From an optimization exercise on the open Yosys and OpenROAD flow, aimed at a short achievable clock period and few clock cycles per item; shortcuts taken in it are not production practice.
In this exercise RTL edits were held to simulation tests only and were not proved equivalent to the original.
No activity file was given, so power comes from the tool's default toggle rates.

==> flow/design.v, too long to show whole: its modules and the start of the top module <==
// module instr_decoder: 40 lines
// module instr_queue: 65 lines
// module instruction_issue: 164 lines
// module ks_add: 32 lines
// module div_unit: 153 lines
// module mul_booth: 1734 lines
// module core_issue_top: 53 lines
module core_issue_top (
    input  logic                   clk,
    input  logic                   rst,
    input  logic                   instr_valid,
    input  logic [31:0]            instr_word,
    input  logic                   flush,
    output logic                   stall,
    output logic                   wb_valid,
    output logic [5-1:0] wb_rd,
    output logic [32-1:0]       wb_data
);
  // ...
==> flow/run.sh <==
#!/bin/bash
# synth_recipe.tcl (not shown) runs the flow's synth.tcl, then flattens the netlist and writes it again
# the make line also repeats each setting of config.mk as NAME=value (left out here)
make -C /OpenROAD-flow-scripts/flow DESIGN_CONFIG=/design/flow/config.mk WORK_HOME=/design/flow/orfs CLKGATE_MAP_FILE= SYNTH_SCRIPT=/design/flow/synth_recipe.tcl finish
==> flow/config.mk <==
export PLATFORM = sky130hd
export DESIGN_NAME = core_issue_top
export DESIGN_NICKNAME = core_issue_top
export VERILOG_FILES = /design/flow/design.v
export SDC_FILE = /design/flow/constraint.sdc
export NUM_CORES = 4
export LEC_CHECK = 0
export ABC_CLOCK_PERIOD_IN_PS = 2500
export CAP_MARGIN = 20
export CORE_MARGIN = 2
export CORE_UTILIZATION = 55
export PLACE_DENSITY = 0.68
export SETUP_SLACK_MARGIN = 4.4
export SLEW_MARGIN = 20
export TNS_END_PERCENT = 20
==> flow/constraint.sdc <==
create_clock -name core_clock -period 7.0 [get_ports {clk}]
set_input_delay 1.4000 -clock core_clock [delete_from_list [all_inputs] [get_ports {clk}]]
set_output_delay 1.4000 -clock core_clock [all_outputs]
set_load 0.01 [all_outputs]
==> results by group, run 1 <==
Run status
  • Status: complete, no violations

Timing
  • Max Clock Freq: 0.275 GHz
  • Tmin final: 3.63 ns
  • Final-report setup violation count: 0
  • Final period utilization: 0.519
  • Pins over their slew limit: 0

Synthesis
  • Post-Synth Adder-Cell Area: 0.0984
  • Yosys top cell by area: edfxtp_1
  • Async SR Flop Fraction: 0
  • Synthesized area: 0.119 sq mm
  • Netlist cell types: 106

Placed design
  • Placed inst area: 0.123 sq mm

Floorplanning
  • Die X: 468 um
  • Std-Cell Rows: 170
  • Ports: 75

Worst setup path
  • Reg2reg end: u_issue.u_mul.s1_18_1$_DFF_P_
  • CP arrival: 4.39 ns
  • Setup crit start kind: flop
  • CP startpoint: u_issue.mb_q[5]$_DFF_P_
  • Most used cell, CP: fa_2
  • Critical Path End: u_issue.u_mul.s1_18_1$_DFF_P_
  • Worst path bufs/invs: 5
  • Critical path type: flop to flop

Final layout
  • Layout Nets: 11263
  • Seq/total area: 0.374
  • Non-clk invs: 456
  • Core Util, Final: 0.694
  • Syn-to-layout area delta: 25.6%
  • Commonest non-fill, non-tap cell in the layout: edfxtp_1
  • Design area: 0.149 sq mm
  • Final clock-cell share: 0.0479

Hold path
  • Worst Hold Class: flop to flop
  • Hold Crit Endpoint: u_issue.o_xor$_DFF_P_

Drt
  • Wire length per cell: 35.3 um
  • DR vias/cell: 7.19

Pwr
  • Switching part of the total power: 0.259
  • Flop+latch power: 12.9 mW
  • Clock share of power: 0.417

Global route
  • Grt total ovfl: 0
  • Tot GR Track Use: 0.411
Testbench counts, summed over its fixed seeds: cycles 16,737, instrs 16,000.
==> module instr_queue, before the edit <==
module instr_queue (
    input  logic                     clk,
    input  logic                     rst,
    input  logic                     clear,
    input  logic                     push,
    input  logic                     offer,
    input  core_pkg::decoded_instr_t wr_data,
    input  logic                     pop,
    output core_pkg::decoded_instr_t rd_data,
    output logic                     head_valid,
    output logic                     stall
);
    localparam int B  = 8;
    localparam int PW = $clog2(B);
    localparam int D  = B + 1;
    localparam int CW = $clog2(D + 1);
    logic [B-1:0][core_pkg::DEC_INSTR_W-1:0] mem;
    logic [PW-1:0] rd_ptr, wr_ptr;
    logic [PW:0]   bcnt;
    logic [CW-1:0] cnt, cnt_next;
    logic          hv;
    logic [core_pkg::DEC_INSTR_W-1:0] head;
    logic          take, b_empty, to_buf;
    assign rd_data    = head;
    assign head_valid = hv;
    assign take    = pop || !hv;
    assign b_empty = (bcnt == '0);
    assign to_buf  = push && !(take && b_empty);
    always_comb begin
        cnt_next = cnt;
        if (push && !pop)
            cnt_next = cnt + 1'b1;
        else if (!push && pop)
            cnt_next = cnt - 1'b1;
    end
    always_ff @(posedge clk) begin
        if (rst || clear) begin
            hv     <= 1'b0;
            bcnt   <= '0;
            rd_ptr <= '0;
            wr_ptr <= '0;
            cnt    <= '0;
            stall  <= 1'b0;
        end else begin
            cnt   <= cnt_next;
            stall <= (cnt_next >= CW'(D)) || (offer && (cnt_next >= CW'(D - 1)));
            if (take)
                hv <= !b_empty || push;
            if (take && !b_empty)
                rd_ptr <= rd_ptr + 1'b1;
            if (to_buf)
                wr_ptr <= wr_ptr + 1'b1;
            if (to_buf && !(take && !b_empty))
                bcnt <= bcnt + 1'b1;
            else if (!to_buf && take && !b_empty)
                bcnt <= bcnt - 1'b1;
        end
    end
    always_ff @(posedge clk) begin
        if (take)
            head <= b_empty ? wr_data : mem[rd_ptr];
        if (push)
            mem[wr_ptr] <= wr_data;
    end
endmodule
==> module instruction_issue, before the edit <==
module instruction_issue (
    input  logic                     clk,
    input  logic                     rst,
    input  logic                     head_valid,
    input  core_pkg::decoded_instr_t h,
    output logic                     iq_pop,
    output logic                     wb_valid,
    output logic [5-1:0]   wb_rd,
    output logic [32-1:0]         wb_data
);
    logic [32-1:0] rf [1:32-1];
    logic                   e1_v, p2_v;
    logic                   e1_mul, p2_mul;
    logic [5-1:0] e1_rd, p2_rd;
    logic [32-1:0]       p2_res;
    logic                   wi_v;
    logic [5-1:0] wi_rd;
    logic [32-1:0]       wi_data;
    logic [32-1:0]       a_q, b_q, ma_q, mb_q;
    logic                   o_add, o_sub, o_and, o_or, o_xor;
    logic [32-1:0]       alu_out, mul_out;
    logic                   div_pend, div_ready, div_take;
    logic [5-1:0] div_rd;
    logic [32-1:0]       div_res;
    logic s1_e1, s1_p2, s1_wb, s2_e1, s2_p2, s2_wb;
    logic [32-1:0] rf1, rf2, imm_x;
    logic s1_dv, s2_dv;
    logic f1_e1, f1_pm, f1_pa, f1_wb, f1_rf, f1_dv;
    logic f2_e1, f2_pm, f2_pa, f2_wb, f2_rf, f2_dv, f2_im;
    logic rdy1, rdy2, waw, fire, div_block;
    assign s1_e1 = e1_v && (e1_rd == h.rs1);
    assign s1_p2 = p2_v && (p2_rd == h.rs1);
    assign s1_wb = wi_v && (wi_rd == h.rs1);
    assign s2_e1 = e1_v && (e1_rd == h.rs2);
    assign s2_p2 = p2_v && (p2_rd == h.rs2);
    assign s2_wb = wi_v && (wi_rd == h.rs2);
    assign rf1   = (h.rs1 == '0) ? '0 : rf[h.rs1];
    assign rf2   = (h.rs2 == '0) ? '0 : rf[h.rs2];
    assign imm_x = {{(32-12){h.imm[11]}}, h.imm};
    assign s1_dv = div_ready && (div_rd == h.rs1) && (h.rs1 != '0);
    assign s2_dv = div_ready && (div_rd == h.rs2) && (h.rs2 != '0);
    assign f1_dv = s1_dv;
    assign f1_e1 = s1_e1;
    assign f1_pm = !s1_e1 && s1_p2 && p2_mul;
    assign f1_pa = !s1_e1 && s1_p2 && !p2_mul;
    assign f1_wb = !s1_e1 && !s1_p2 && s1_wb && !s1_dv;
    assign f1_rf = !s1_e1 && !s1_p2 && !s1_wb && !s1_dv;
    assign f2_dv = s2_dv;
    assign f2_e1 = s2_e1;
    assign f2_pm = !s2_e1 && s2_p2 && p2_mul;
    assign f2_pa = !s2_e1 && s2_p2 && !p2_mul;
    assign f2_wb = !s2_e1 && !s2_p2 && s2_wb && !s2_dv;
    assign f2_rf = !s2_e1 && !s2_p2 && !s2_wb && !s2_dv && !h.use_imm;
    assign f2_im = h.use_imm;
    function automatic logic [32-1:0] pick(
        input logic g, input logic e1, input logic pm, input logic pa,
        input logic wb, input logic rfs, input logic dv, input logic im,
        input logic [32-1:0] v_e1, input logic [32-1:0] v_pm,
        input logic [32-1:0] v_pa, input logic [32-1:0] v_wb,
        input logic [32-1:0] v_rf, input logic [32-1:0] v_dv,
        input logic [32-1:0] v_im);
        pick = ({32{g && e1}} & v_e1) | ({32{g && pm}} & v_pm) |
               ({32{g && pa}} & v_pa) | ({32{g && wb}} & v_wb) |
               ({32{g && rfs}} & v_rf) | ({32{g && dv}} & v_dv) |
               ({32{g && im}} & v_im);
    endfunction
    logic [32-1:0] val1, opb, m_a, m_b, d_a, d_b;
    assign val1 = pick(1'b1, f1_e1, f1_pm, f1_pa, f1_wb, f1_rf, f1_dv, 1'b0,
                       alu_out, mul_out, p2_res, wi_data, rf1, div_res, imm_x);
    assign opb  = pick(1'b1, f2_e1, f2_pm, f2_pa, f2_wb, f2_rf, f2_dv, f2_im,
                       alu_out, mul_out, p2_res, wi_data, rf2, div_res, imm_x);
    assign m_a  = pick(h.is_mul, f1_e1, f1_pm, f1_pa, f1_wb, f1_rf, f1_dv, 1'b0,
                       alu_out, mul_out, p2_res, wi_data, rf1, div_res, imm_x);
    assign m_b  = pick(h.is_mul, f2_e1, f2_pm, f2_pa, f2_wb, f2_rf, f2_dv, f2_im,
                       alu_out, mul_out, p2_res, wi_data, rf2, div_res, imm_x);
    assign d_a  = pick(h.is_div, f1_e1, f1_pm, f1_pa, f1_wb, f1_rf, f1_dv, 1'b0,
                       alu_out, mul_out, p2_res, wi_data, rf1, div_res, imm_x);
    assign d_b  = pick(h.is_div, f2_e1, f2_pm, f2_pa, f2_wb, f2_rf, f2_dv, f2_im,
                       alu_out, mul_out, p2_res, wi_data, rf2, div_res, imm_x);
    assign rdy1 = !(div_pend && !div_ready && (div_rd == h.rs1)) && !(s1_e1 && e1_mul);
    assign rdy2 = !(div_pend && !div_ready && (div_rd == h.rs2)) && !(s2_e1 && e1_mul);
    assign waw  = div_pend && (div_rd == h.rd);
    assign div_block = div_ready && e1_v && p2_v;
    assign fire = head_valid && rdy1 && rdy2 && !waw && !(h.is_div && div_pend) && !div_block;
    assign iq_pop = fire;
    always_ff @(posedge clk) begin
        if (rst) begin
            e1_v <= 1'b0;
            p2_v <= 1'b0;
        end else begin
            e1_v <= fire && !h.is_div;
            p2_v <= e1_v;
        end
    end
    always_ff @(posedge clk) begin
        e1_mul <= h.is_mul;
        e1_rd  <= h.rd;
        o_add  <= h.op_add;
        o_sub  <= h.op_sub;
        o_and  <= h.op_and;
        o_or   <= h.op_or;
        o_xor  <= h.op_xor;
        a_q    <= val1;
        b_q    <= opb;
        ma_q   <= m_a;
        mb_q   <= m_b;
        p2_mul <= e1_mul;
        p2_rd  <= e1_rd;
        p2_res <= alu_out;
    end
    logic [32-1:0] sum, dif;
    logic             sum_c, dif_c;
    ks_add #(.W(32)) u_add (.a(a_q), .b(b_q), .cin(1'b0), .s(sum), .cout(sum_c));
    ks_add #(.W(32)) u_sub (.a(a_q), .b(~b_q), .cin(1'b1), .s(dif), .cout(dif_c));
    assign alu_out = ({32{o_add}} & sum) | ({32{o_sub}} & dif) |
                     ({32{o_and}} & (a_q & b_q)) | ({32{o_or}} & (a_q | b_q)) |
                     ({32{o_xor}} & (a_q ^ b_q));
    mul_booth u_mul (
        .clk (clk),
        .a   (ma_q),
        .b   (mb_q),
        .y   (mul_out)
    );
    div_unit u_div (
        .clk    (clk),
        .rst    (rst),
        .start  (fire && h.is_div),
        .a      (d_a),
        .b      (d_b),
        .rd     (h.rd),
        .is_rem (h.is_rem),
        .take   (div_take),
        .pend   (div_pend),
        .ready  (div_ready),
        .rd_q   (div_rd),
        .res    (div_res)
    );
    logic                   wn_v;
    logic [5-1:0] wn_rd;
    logic [32-1:0]       wn_data;
    assign div_take = div_ready && !p2_v;
    assign wn_v     = p2_v || div_ready;
    assign wn_rd    = p2_v ? p2_rd : div_rd;
    assign wn_data  = ({32{p2_v && p2_mul}} & mul_out) | ({32{p2_v && !p2_mul}} & p2_res) |
                      ({32{!p2_v}} & div_res);
    always_ff @(posedge clk) begin
        if (rst)
            wb_valid <= 1'b0;
        else
            wb_valid <= wn_v;
        wb_rd   <= ({5{p2_v}} & p2_rd) | ({5{!p2_v && div_ready}} & div_rd);
        wb_data <= ({32{p2_v && p2_mul}} & mul_out) | ({32{p2_v && !p2_mul}} & p2_res) |
                   ({32{!p2_v && div_ready}} & div_res);
    end
    always_ff @(posedge clk) begin
        wi_v    <= wn_v;
        wi_rd   <= wn_rd;
        wi_data <= wn_data;
    end
    always_ff @(posedge clk) begin
        if (wi_v)
            rf[wi_rd] <= wi_data;
    end
endmodule
==> module core_issue_top, before the edit <==
module core_issue_top (
    input  logic                   clk,
    input  logic                   rst,
    input  logic                   instr_valid,
    input  logic [31:0]            instr_word,
    input  logic                   flush,
    output logic                   stall,
    output logic                   wb_valid,
    output logic [5-1:0] wb_rd,
    output logic [32-1:0]       wb_data
);
    logic                     dec_push;
    core_pkg::decoded_instr_t dec_instr;
    core_pkg::decoded_instr_t iq_head;
    logic                     iq_valid;
    logic                     iq_pop;
    logic                     in_v;
    logic [31:0]              in_w;
    always_ff @(posedge clk) begin
        in_v <= instr_valid && !flush && !rst;
        in_w <= instr_word;
    end
    instr_decoder u_decoder (
        .rst         (rst),
        .instr_valid (in_v),
        .instr_word  (in_w),
        .flush       (flush),
        .dec_push    (dec_push),
        .dec_instr   (dec_instr)
    );
    instr_queue u_queue (
        .clk        (clk),
        .rst        (rst),
        .clear      (flush),
        .push       (dec_push),
        .offer      (instr_valid && !flush),
        .wr_data    (dec_instr),
        .pop        (iq_pop),
        .rd_data    (iq_head),
        .head_valid (iq_valid),
        .stall      (stall)
    );
    instruction_issue u_issue (
        .clk        (clk),
        .rst        (rst),
        .head_valid (iq_valid),
        .h          (iq_head),
        .iq_pop     (iq_pop),
        .wb_valid   (wb_valid),
        .wb_rd      (wb_rd),
        .wb_data    (wb_data)
    );
endmodule
==> run 2: changes to the inputs <==
--- a/flow/design.v
+++ b/flow/design.v
@@ -72,63 +72,110 @@
     output core_pkg::decoded_instr_t rd_data,
     output logic                     head_valid,
     output logic                     stall
 );
     localparam int B  = 8;
     localparam int PW = $clog2(B);
     localparam int D  = B + 1;
     localparam int CW = $clog2(D + 1);
-    logic [B-1:0][core_pkg::DEC_INSTR_W-1:0] mem;
+    localparam int W  = core_pkg::DEC_INSTR_W;
+    logic [B-1:0][W-1:0] mem;
+    logic [B-1:0]  mst;       
     logic [PW-1:0] rd_ptr, wr_ptr;
     logic [PW:0]   bcnt;
     logic [CW-1:0] cnt, cnt_next;
-    logic          hv;
-    logic [core_pkg::DEC_INSTR_W-1:0] head;
+    logic          hv, hm;
+    logic [W-1:0]  head;
     logic          take, b_empty, to_buf;
     assign rd_data    = head;
     assign head_valid = hv;
     assign take    = pop || !hv;
     assign b_empty = (bcnt == '0);
     assign to_buf  = push && !(take && b_empty);
+    core_pkg::decoded_instr_t l1, l2, x;
+    logic          l1_inv;    
+    logic [PW-1:0] wp1;       
+    logic          swap;
+    assign x   = wr_data;
+    assign swap = push && (bcnt >= 2) && !l1_inv &&
+                  l2.is_mul && ((l1.rs1 == l2.rd) || (l1.rs2 == l2.rd)) &&
+                  !l1.is_div && !x.is_div &&
+                  (x.rs1 != l2.rd) && (x.rs2 != l2.rd) &&
+                  (x.rs1 != l1.rd) && (x.rs2 != l1.rd) &&
+                  (x.rd != l1.rs1) && (x.rd != l1.rs2) && (x.rd != l1.rd);
+    logic keep_h, keep_b;
+    assign keep_h = hv && !pop && hm;
+    assign keep_b = take && !b_empty && mst[rd_ptr];
     always_comb begin
         cnt_next = cnt;
         if (push && !pop)
             cnt_next = cnt + 1'b1;
         else if (!push && pop)
             cnt_next = cnt - 1'b1;
     end
     always_ff @(posedge clk) begin
-        if (rst || clear) begin
+        if (rst) begin
             hv     <= 1'b0;
+            hm     <= 1'b0;
             bcnt   <= '0;
             rd_ptr <= '0;
             wr_ptr <= '0;
+            wp1    <= '1;
             cnt    <= '0;
             stall  <= 1'b0;
+        end else if (clear) begin
+            hv     <= keep_h || keep_b;
+            hm     <= keep_h || keep_b;
+            bcnt   <= '0;
+            rd_ptr <= '0;
+            wr_ptr <= '0;
+            wp1    <= '1;
+            cnt    <= (keep_h || keep_b) ? CW'(1) : '0;
+            stall  <= 1'b0;
         end else begin
             cnt   <= cnt_next;
             stall <= (cnt_next >= CW'(D)) || (offer && (cnt_next >= CW'(D - 1)));
-            if (take)
+            if (take) begin
                 hv <= !b_empty || push;
+                hm <= !b_empty && mst[rd_ptr];
+            end
             if (take && !b_empty)
                 rd_ptr <= rd_ptr + 1'b1;
-            if (to_buf)
+            if (to_buf) begin
                 wr_ptr <= wr_ptr + 1'b1;
+                wp1    <= wr_ptr;
+            end
             if (to_buf && !(take && !b_empty))
                 bcnt <= bcnt + 1'b1;
             else if (!to_buf && take && !b_empty)
                 bcnt <= bcnt - 1'b1;
         end
     end
     always_ff @(posedge clk) begin
-        if (take)
+        if (clear) begin
+            if (keep_b)
+                head <= mem[rd_ptr];
+        end else if (take) begin
             head <= b_empty ? wr_data : mem[rd_ptr];
-        if (push)
+        end
+        if (push) begin
+            l1     <= swap ? l1 : wr_data;
+            l1_inv <= swap;
+            l2     <= swap ? wr_data : l1;
+        end
+        if (swap) begin
+            mem[wp1]    <= wr_data;
+            mst[wp1]    <= 1'b0;
+            mem[wr_ptr] <= l1;
+            mst[wr_ptr] <= 1'b1;
+        end else if (push) begin
             mem[wr_ptr] <= wr_data;
+            mst[wr_ptr] <= 1'b0;
+        end
     end
 endmodule
 `timescale 1ns/10ps
 import core_pkg::*;
 module instruction_issue (
     input  logic                     clk,
     input  logic                     rst,
     input  logic                     head_valid,
@@ -234,19 +281,18 @@
         b_q    <= opb;
         ma_q   <= m_a;
         mb_q   <= m_b;
         p2_mul <= e1_mul;
         p2_rd  <= e1_rd;
         p2_res <= alu_out;
     end
     logic [32-1:0] sum, dif;
-    logic             sum_c, dif_c;
-    ks_add #(.W(32)) u_add (.a(a_q), .b(b_q), .cin(1'b0), .s(sum), .cout(sum_c));
-    ks_add #(.W(32)) u_sub (.a(a_q), .b(~b_q), .cin(1'b1), .s(dif), .cout(dif_c));
+    assign sum = a_q + b_q;
+    assign dif = a_q - b_q;
     assign alu_out = ({32{o_add}} & sum) | ({32{o_sub}} & dif) |
                      ({32{o_and}} & (a_q & b_q)) | ({32{o_or}} & (a_q | b_q)) |
                      ({32{o_xor}} & (a_q ^ b_q));
     mul_booth u_mul (
         .clk (clk),
         .a   (ma_q),
         .b   (mb_q),
         .y   (mul_out)
@@ -2206,18 +2252,17 @@
         s1_30_3 <= fs708;
         s1_31_0 <= fc707;
         s1_31_1 <= fc709;
         s1_31_2 <= fs710;
         s1_31_3 <= fs711;
     end
     assign row0 = {fc750, fc748, fc746, fc753, fs752, fs743, fc727, fc725, fc723, fc721, fc719, fc717, fc742, fs741, fs714, s1_16_0, s1_15_0, s1_14_0, fc713, fs712, s1_11_0, s1_10_0, s1_9_0, s1_8_0, s1_7_0, s1_6_0, s1_5_0, s1_4_0, s1_3_0, s1_2_0, s1_1_0, s1_0_0};
     assign row1 = {fs751, fs749, fs747, fs745, 1'b0, 1'b0, fs728, fs726, fs724, fs722, fs720, fs718, fs716, 1'b0, 1'b0, s1_16_1, s1_15_1, s1_14_1, s1_13_0, 1'b0, 1'b0, s1_10_1, s1_9_1, 1'b0, 1'b0, s1_6_1, 1'b0, 1'b0, 1'b0, 1'b0, 1'b0, s1_0_1};
-    logic        y_c;
-    ks_add #(.W(32)) u_cpa (.a(row0), .b(row1), .cin(1'b0), .s(y), .cout(y_c));
+    assign y = row0 + row1;
 endmodule
 `timescale 1ns/10ps
 import core_pkg::*;
 module core_issue_top (
     input  logic                   clk,
     input  logic                   rst,
     input  logic                   instr_valid,
     input  logic [31:0]            instr_word,
@@ -2228,36 +2273,36 @@
     output logic [32-1:0]       wb_data
 );
     logic                     dec_push;
     core_pkg::decoded_instr_t dec_instr;
     core_pkg::decoded_instr_t iq_head;
     logic                     iq_valid;
     logic                     iq_pop;
     logic                     in_v;
-    logic [31:0]              in_w;
-    always_ff @(posedge clk) begin
-        in_v <= instr_valid && !flush && !rst;
-        in_w <= instr_word;
-    end
+    core_pkg::decoded_instr_t in_d;
     instr_decoder u_decoder (
         .rst         (rst),
-        .instr_valid (in_v),
-        .instr_word  (in_w),
+        .instr_valid (instr_valid),
+        .instr_word  (instr_word),
         .flush       (flush),
         .dec_push    (dec_push),
         .dec_instr   (dec_instr)
     );
+    always_ff @(posedge clk) begin
+        in_v <= dec_push;
+        in_d <= dec_instr;
+    end
     instr_queue u_queue (
         .clk        (clk),
         .rst        (rst),
         .clear      (flush),
-        .push       (dec_push),
+        .push       (in_v && !flush),
         .offer      (instr_valid && !flush),
-        .wr_data    (dec_instr),
+        .wr_data    (in_d),
         .pop        (iq_pop),
         .rd_data    (iq_head),
         .head_valid (iq_valid),
         .stall      (stall)
     );
     instruction_issue u_issue (
         .clk        (clk),
         .rst        (rst),
==> run 2 against run 1 <==
  * Area after synthesis up 5.7%
  * Non-clock buffer count down 102
  * Clock skew up 0.00085 ns
  * Utilization down 1.9 points
  * Sequential share of layout area about the same
  * Worst hold slack worse by 0.050 ns
  * Sequential power up 36%
  * Critical path depth up 4
  * Clock-buffer cell count up 24
  * Cell area up 3.1%
  * Synthesized cell count up 9.7%
  * Largest power group is now combinational logic
==> results by group, run 2 <==
Run status
  • Status: complete, no violations

Global route
  • Tot GR Track Use: 0.400 (-0.0109)
  • Vias in the first global route: 99649
  • Largest net degree at the start of global routing: 174
  • Grt total ovfl: 0 (unchanged)
  • Initial antenna violation count: 29
  • Global-route wire length before repair: 682 mm

Hold path
  • Worst Hold Class: flop to flop
  • Hold Startpoint: u_issue.e1_mul$_DFF_P_
  • Hold path depth: 0
  • Hold Crit Endpoint: u_issue.p2_mul$_DFF_P_

Worst setup path
  • CP arrival: 4.43 ns (+0.04 ns)
  • Worst r2r path cells: 16
  • RR Startpoint: u_issue.u_mul.s1_26_0$_DFF_P_
  • Critical path type: flop to flop
  • Setup crit start kind: flop
  • Worst Path Max Fanout: 3
  • Flop2flop setup slack: 3.34 ns
  • Req. time, crit path: 7.76 ns
  • CP Capture Type: flop
  • Reg2reg end: u_issue.u_div.ga[29]$_DFF_P_

Drt
  • First drt pass iteration count: 16
  • Wire length per cell: 33.8 um (-4.1%)
  • DRT iter0 DRCs: 17089
  • DRC viols: 0
  • Routed WL: 486 mm
  • Via count: 103880
  • DRT antenna net count: 0
  • DR vias/cell: 7.23 (+0.48%)

Clock network
  • CTS Root Cell: clkbuf_16
  • Longest Clk Path Bufs: 3
  • Hold buffers post-CTS: 0
  • Reg clk slew, reported paths: 0.07 ns
  • Inserted Clock Buffers: 218
  • CTS tree: built
  • Htree depth: 4
  • Sink Count: 2052
  • Clock Latency Late Sink: 0.94 ns

Timing
  • Slew @ Worst Pin: 1.37 ns
  • Final count of hold timing violations: 0
  • Worst Skew: 0.0958 ns
  • Final TNS setup: 0 ns
  • Final period utilization: 0.523 (+0.00387)
  • Pins over their slew limit: 0 (unchanged)
  • Max Clock Freq: 0.273 GHz (-0.74%)
  • Slew margin rel.: 0.0802
  • RSZ-0062 raised after global routing: true
  • Final-report setup violation count: 0 (unchanged)
  • Tmin final: 3.66 ns (+0.0271 ns)

Floorplanning
  • Die X: 481 um (+2.8%)
  • Initial cell density of the core: 0.552
  • Total die area: 0.232 sq mm
  • Die Y: 481 um
  • Ports: 75 (unchanged)
  • Core Area: 0.227 sq mm
  • Std-Cell Rows: 175 (+2.9%)

Synthesis
  • Async SR Flop Fraction: 0 (unchanged)
  • Top-count cell post-synth: edfxtp_1
  • Yosys top cell by area: edfxtp_1
  • Compound-Gate Fraction of Synth Area: 0.157
  • Synthesized Nets: 11511
  • Synthesized area: 0.125 sq mm (+5.7%)
  • Post-synthesis simple-gate area fraction: 0.0785
  • Register bit count reported by yosys: 2052
  • Synth top area share: 0.380
  • EDFF count, synth: 1585
  • Post-Synth XOR/XNOR Area: 0.0395
  • Synth warn: 9
  • Synth Area per Inst: 11.8 sq um
  • Area contributors post-synth: edfxtp_1, mux4_2, dfxtp_1
  • Mux share of post-synthesis cell area: 0.135
  • Most used DFF post-synth: edfxtp_1
  • Post-synth top cells: edfxtp_1, nand2_1, a21oi_1
  • Post-Synth Adder-Cell Area: 0.0937 (-0.00475)
  • Sequential share of the synthesized area: 0.454
  • Largest family of logic cells by synthesized area: compound AO/OA/AOI/OAI gates
  • Netlist cell types: 108 (+1.9%)
  • Post-Syn Instances: 10663

Final layout
  • Biggest regs: u_issue.rf x992, u_queue.mem x288
  • Multi-input gate area: 0.0709 sq mm
  • Core Util, Final: 0.676 (-0.0186)
  • Share of layout cells above drive strength 1: 0.308
  • Largest register FFs: 992
  • Register area: 0.0573 sq mm
  • Fillcell total: 15642
  • Reg with most FFs: u_issue.rf
  • Syn-to-layout area delta: 22.4%
  • Commonest non-fill, non-tap cell in the layout: edfxtp_1
  • Most frequent cells in the layout: edfxtp_1, nand2_1, buf_4
  • Layout Nets: 11990 (+6.5%)

Placed design
  • Port Buffers: 74
  • DP HPWL: 281 mm
  • RD Place Congestion: 0.994

Flow run
  • Max Cap Violations: 0

Pwr
  • Pwr dens: 550 mW/mm^2
  • Peak supply drop: 0.000670 V
  • Leak Pwr: 54.8 nW
  • Total power: 84.4 mW
==> run 2: where the power goes <==
part / switching (mW) / internal (mW)
sequential: 2.16 / 15.3
clock: 5.31 / 6.65
combinational: 30.7 / 24.3
total: 38.2 / 46.3
==> run 2: cell type report <==
cell class / instances / area share
multi-input combinational: 7300 / 0.462
sequential: 2052 / 0.373
timing repair buffer: 1094 / 0.0792
clock buffer: 287 / 0.0392
tap: 3009 / 0.0245
inverter: 475 / 0.0124
clock inverter: 129 / 0.00884
antenna: 22 / 0.000359
timing repair inverter: 1 / 0.0000489
==> run 2: cells by family after synthesis <==
group,after synthesis
AOI/OAI and AO/OA,2831
and+or+nand+nor,2139
DFF,2052
buffers and inverters,1336
muxes,927
adders and majority gates,813
xor gates and xnor gates,565
==> run 2: critical path, stage by stage, from the launching register on <==
cell and delay, ns:
dfxtp_2 0.32, fa_1 0.54, inv_2 0.04, fa_2 0.35, inv_2 0.07, fa_2 0.52
nor2b_4 0.17, and2_4 0.17, a21oi_2 0.13, o22ai_2 0.11, nand2_1 0.07, o21ai_1 0.07
a222oi_1 0.35, o221ai_1 0.20, a21oi_1 0.15, buf_4 0.23, nor2_4 0.04
==> run 2: layer usage <==
metal  track usage  routed length (um)
met4         0.254               40400
met2         0.596              211000
met5             0                 347
met3         0.128               69000
met1         0.506              166000
==> run 2: through the flow <==
| step | worst slack [ns] | cells | hold WS (ns) | instance area [sq um] |
|---|---|---|---|---|
| 3_3_place_gp | 1.70 | 13136 | 0.328 | 129000 |
| 2_1_floorplan | 0.543 | 10663 | 0.323 | 125000 |
| 3_5_place_dp | 1.63 | 13137 | 0.330 | 129000 |
| 4_1_cts | 3.42 | 14121 | 0.312 | 148000 |
| 6_report | 3.34 | 14369 | 0.294 | 153000 |
| 5_1_grt | 3.22 | 14356 | 0.315 | 153000 |
==> run 2: what timing repair did <==
item / CTS / global route
buffers inserted: 485 / 212
cloned: 83 / 14
setup endpoints to repair: 1373 / 1357
pin swaps: 490 / 378
resized for setup: 1466 / 690
==> run 2: worst max-delay path by stage <==
stage                             startpoint                       endpoint  slack [ns]  cells past startpoint
4_1_cts        u_issue.u_div.b3[0]$_DFFE_PP_  u_issue.u_div.r[31]$_DFFE_PP_        3.42                     14
3_3_place_gp                           flush     u_queue.mem[244]$_DFFE_PP_        1.70                     12
6_report       u_issue.u_mul.s1_26_0$_DFF_P_   u_issue.u_div.ga[29]$_DFF_P_        3.34                     16
3_5_place_dp                           flush      u_queue.mem[28]$_DFFE_PP_        1.63                     11
5_1_grt        u_issue.u_mul.s1_26_0$_DFF_P_   u_issue.u_div.ga[29]$_DFF_P_        3.22                     16
2_1_floorplan                          flush       u_queue.mem[0]$_DFFE_PP_        0.54                      3
Testbench counts of run 2, summed over its fixed seeds: cycles 16,536, instrs 16,000.

## port drivers added, routing unchanged
No port has a modelled driver above. Below, the same layouts with a new extraction and two added sets of constraints. Step 1: set_driving_cell puts a clkbuf_16 on clk and a buf_2 on each other input, an assumption about the parent block. Step 2 times the ports against the registers' clock, not the clock port: input delays grow and output delays shrink by t, the midpoint of the rising clock arrivals with the driver on. Slacks: no drivers / after step 1 / after step 2; pairs: no drivers / after step 1.
run | shift t [ns] | slack for setup (ns) | worst setup path at the end | cell pins on the clock port's net
run 1 | 0.998 | 3.365 / 3.365 / 3.015 | input to register | 1
run 2 | 0.991 | 3.338 / 3.338 / 3.045 | input to register | 1
After both steps setup and hold are still met in every run listed. For run 1, which loses most, drivers alone change the setup slack by 0.000 ns; drivers and shift together by -0.350 ns.
